Background: an optimization exercise with open tools, aiming at small area, a short achievable clock period and few clock cycles per item. Do not read the settings as production practice. In this exercise RTL edits were held to simulation tests only and were not proved equivalent to the original. Power is estimated from default activity; no workload was simulated.

## section_address_translator
module section_address_translator (
  input  logic               clk,
  input  logic               rst_n,
  input  logic               cfg_we,
  input  logic [0:0]         cfg_index,
  input  logic [sat_pkg::ADDR_W-1:0]  cfg_data,
  input  logic               in_valid,
  output logic               in_ready,
  input  logic [1:0]         in_op,
  input  logic [sat_pkg::ADDR_W-1:0]  in_address,
  input  logic [sat_pkg::ADDR_W-1:0]  in_raw_start,
  input  logic [sat_pkg::ADDR_W-1:0]  in_raw_size,
  input  logic [sat_pkg::ADDR_W-1:0]  in_virt_start,
  input  logic [sat_pkg::ADDR_W-1:0]  in_virt_size,
  output logic               out_valid,
  input  logic               out_ready,
  output logic [1:0]         out_status,
  output logic [sat_pkg::ADDR_W-1:0]  out_translated,
  output logic [sat_pkg::ADDR_W-1:0]  out_raw_end_rounded,
  output logic [sat_pkg::ADDR_W-1:0]  out_virt_end_rounded,
  output logic [sat_pkg::COUNT_W-1:0] out_entry_count
);
Size in the first run: ~11,000 cells after synthesis, roughly 2,700 flip-flops, about 310 I/O pins, roughly 120,000 um^2 of cells after synthesis.
clock: 8.0 ns
lec_check: 0
cap_margin: 20
core_margin: 2
core_utilization: 45
cts_buf_list: sky130_fd_sc_hd__clkbuf_8
setup_slack_margin: 4.0
slew_margin: 20
run.sh (not shown) runs the stock make flow with config.mk's settings and CLKGATE_MAP_FILE= SYNTH_SCRIPT=/design/flow/synth_recipe.tcl, a recipe that flattens the netlist after the stock synthesis.
Testbench counts at the start, summed over its fixed seeds: cycles 2,518, items 2,486.
Next try:
--- a/flow/design.v
+++ b/flow/design.v
@@ -76,76 +76,69 @@
   logic        fa_p2, sa_p2;    
   logic [31:0] m_f, m_s;        
   always_ff @(posedge clk) begin
     if (!rst_n) begin
       fa_r <= sat_pkg::FILE_ALIGN_RST;
       sa_r <= sat_pkg::SECT_ALIGN_RST;
     end else if (cfg_we) begin
       if (cfg_index == 1'b0) fa_r <= cfg_data;
       else                   sa_r <= cfg_data;
     end
   end
-  function automatic logic [31:0] above(input logic [31:0] a);
-    for (int i = 0; i < 32; i++) above[i] = (a >> (i + 1)) != 32'd0;
-  endfunction
-  logic [31:0] fa_ab, sa_ab;
+  logic [32:0] fa_m1, sa_m1;
   logic        fa_p2n, sa_p2n;
-  assign fa_ab  = above(fa_r);
-  assign sa_ab  = above(sa_r);
-  assign fa_p2n = (fa_r & fa_ab) == 32'd0;
-  assign sa_p2n = (sa_r & sa_ab) == 32'd0;
+  assign fa_m1  = add32(fa_r, 32'hFFFF_FFFF, 1'b0);
+  assign sa_m1  = add32(sa_r, 32'hFFFF_FFFF, 1'b0);
+  assign fa_p2n = (fa_r & fa_m1[31:0]) == 32'd0;
+  assign sa_p2n = (sa_r & sa_m1[31:0]) == 32'd0;
   always_ff @(posedge clk) begin
     if (!rst_n) begin
       fa_p2 <= 1'b1;
       sa_p2 <= 1'b1;
       m_f   <= sat_pkg::FILE_ALIGN_RST - 32'd1;
       m_s   <= sat_pkg::SECT_ALIGN_RST - 32'd1;
     end else begin
       fa_p2 <= fa_p2n;
       sa_p2 <= sa_p2n;
-      m_f   <= fa_p2n ? fa_ab : 32'd0;
-      m_s   <= sa_p2n ? sa_ab : 32'd0;
+      m_f   <= (fa_p2n && fa_m1[32]) ? fa_m1[31:0] : 32'd0;
+      m_s   <= (sa_p2n && sa_m1[32]) ? sa_m1[31:0] : 32'd0;
     end
   end
   logic [N-1:0][31:0] s_rb, s_re, s_vb, s_ve;
   logic [N-1:0]       s_v;
   logic [4:0]         count_r;
   logic [3:0]         head_r;      
   logic p0_v, p1_v, p2_v, out_v, p0_w;
   logic p0_adv, p1_adv, p2_adv, p0_free, p1_free, p2_free, stall_out;
   logic full, ins_ok, ins_ok_r, tbl_ok, fire, ins, clr;
-  logic slow, dv_act, dv_step, dv_lane_s, dv_fin, dv_w33;
+  logic slow, dv_need, dv_step, dv_done, dv_lane_s, dv_fin, dv_w33;
   logic [6:0] dv_cnt;
   logic [1:0] p0_op, p1_op, p2_op;
   assign full      = count_r[4];
   assign ins_ok    = ins_ok_r;
   assign tbl_ok    = p0_op != sat_pkg::OP_LOAD || full || ins_ok;
   assign fire      = p0_v && !p0_w && tbl_ok;
   assign ins       = fire && p0_op == sat_pkg::OP_LOAD && !full;
   assign clr       = fire && p0_op == sat_pkg::OP_CLEAR;
   assign stall_out = out_v && !out_ready;
   assign p2_adv    = p2_v && !stall_out;
   assign p2_free   = !p2_v || p2_adv;
   assign slow      = !(fa_p2 && sa_p2);
-  assign dv_step   = dv_act;
+  assign dv_need   = p1_v && p1_op == sat_pkg::OP_LOAD && slow;
+  assign dv_step   = dv_need && !dv_done;
   assign p1_adv    = p1_v && p2_free && !dv_step;
   assign p1_free   = !p1_v || p1_adv;
   assign p0_adv    = p0_v && (p0_w || tbl_ok) && p1_free;
   assign p0_free   = !p0_v || p0_adv;
   assign in_ready  = p0_free;
   always_ff @(posedge clk) begin
-    if (!rst_n) dv_act <= 1'b0;
-    else if (p1_free) dv_act <= p0_adv && p0_op == sat_pkg::OP_LOAD && slow;
-    else if (dv_cnt == 7'd66) dv_act <= 1'b0;
-  end
-  always_ff @(posedge clk) begin
     if (!rst_n) begin
       p0_v  <= 1'b0;
       p1_v  <= 1'b0;
       p2_v  <= 1'b0;
       out_v <= 1'b0;
     end else begin
       if (in_valid && p0_free) p0_v <= 1'b1;
       else if (p0_adv) p0_v <= 1'b0;
       if (p0_adv) p1_v <= 1'b1;
       else if (p1_adv) p1_v <= 1'b0;
       if (p1_adv) p2_v <= 1'b1;
@@ -263,29 +256,31 @@
       p1_cnt    <= p0_w ? p0_cntr : count_nxt;
       p1_st     <= (p0_op == sat_pkg::OP_LOAD && (p0_w ? p0_fullr : full)) ?
                    sat_pkg::STATUS_FULL : sat_pkg::STATUS_OK;
       p1_a      <= (p0_op == sat_pkg::OP_LOAD) ? e_r[31:0] : p0_rs;
       p1_b      <= e_v[31:0];
       p1_hit    <= {hit[N-2:0], hit[N-1]};
       dv_cnt    <= 7'd0;
       dv_r      <= 32'd0;
       dv_lane_s <= 1'b0;
       dv_fin    <= 1'b0;
       dv_w33    <= 1'b0;
+      dv_done   <= 1'b0;
     end else begin
       p1_hit <= {p1_hit[N-2:0], p1_hit[N-1]};
       if (dv_step) begin
         dv_cnt    <= dv_cnt_n;
         dv_lane_s <= dv_cnt_n > 7'd33;
         dv_fin    <= dv_cnt_n == 7'd32 || dv_cnt_n == 7'd66;
         dv_w33    <= dv_cnt_n == 7'd33;
+        dv_done   <= dv_cnt_n == 7'd67;
         if (dv_fin) begin
           dv_r <= dv_sub[31:0];
           dv_z <= dv_r == 32'd0 || dv_d == 32'd0;
         end else if (dv_w33) begin
           p1_a <= rnd_f;
           dv_r <= 32'd0;
         end else begin
           if (dv_lane_s) p1_b <= {p1_b[30:0], p1_b[31]};
           else           p1_a <= {p1_a[30:0], p1_a[31]};
           dv_r <= (dv_sh[32] || dv_sub[32]) ? dv_sub[31:0] : dv_sh[31:0];
         end
Global-route usage rose by 2.4 points.
Worst setup slack is better by 0.13 ns.
First-iteration DRC count rose by 26%.
Die area rose by about 0.34%.
Via count rose by about 4.3%.
Clock-buffer cell count fell by 2.
Synthesized cell count rose by about 1.6%.
Sequential share of layout area fell by 0.56 points.
Critical path depth fell by 12.
Power fell by about 4.3%.
Wire length rose by about 8%.
Clock power barely changes.
Area after synthesis rose by about 0.34%.
Testbench counts after the change, summed over its fixed seeds: cycles 2,518, items 2,486.

## what the ideal ports hide
How much do the figures lean on ideal ports? The routed layouts below were timed once more, with nothing changed but the port constraints. Step 1 sets driving cells, clkbuf_16 on the clock port and buf_2 on the other inputs (assumed; they add their load-dependent delay and slew). Step 2 times the ports against the registers' clock, not the clock port: input delays grow and output delays shrink by t, the midpoint of the rising clock arrivals with the driver on. a / b / c = ideal ports / drivers / drivers and shift; a / b = the first two.
run	t (ns)	slack for setup (ns)	cell pins on the clock port's net
the first run	1.123	3.407 / 3.407 / 3.281	1
the second run	1.187	3.538 / 3.438 / 3.117	1
After both steps setup and hold are still met in every run listed. The setup slack of the second run, which loses most, moves by -0.100 ns with the drivers and by -0.421 ns with both steps.
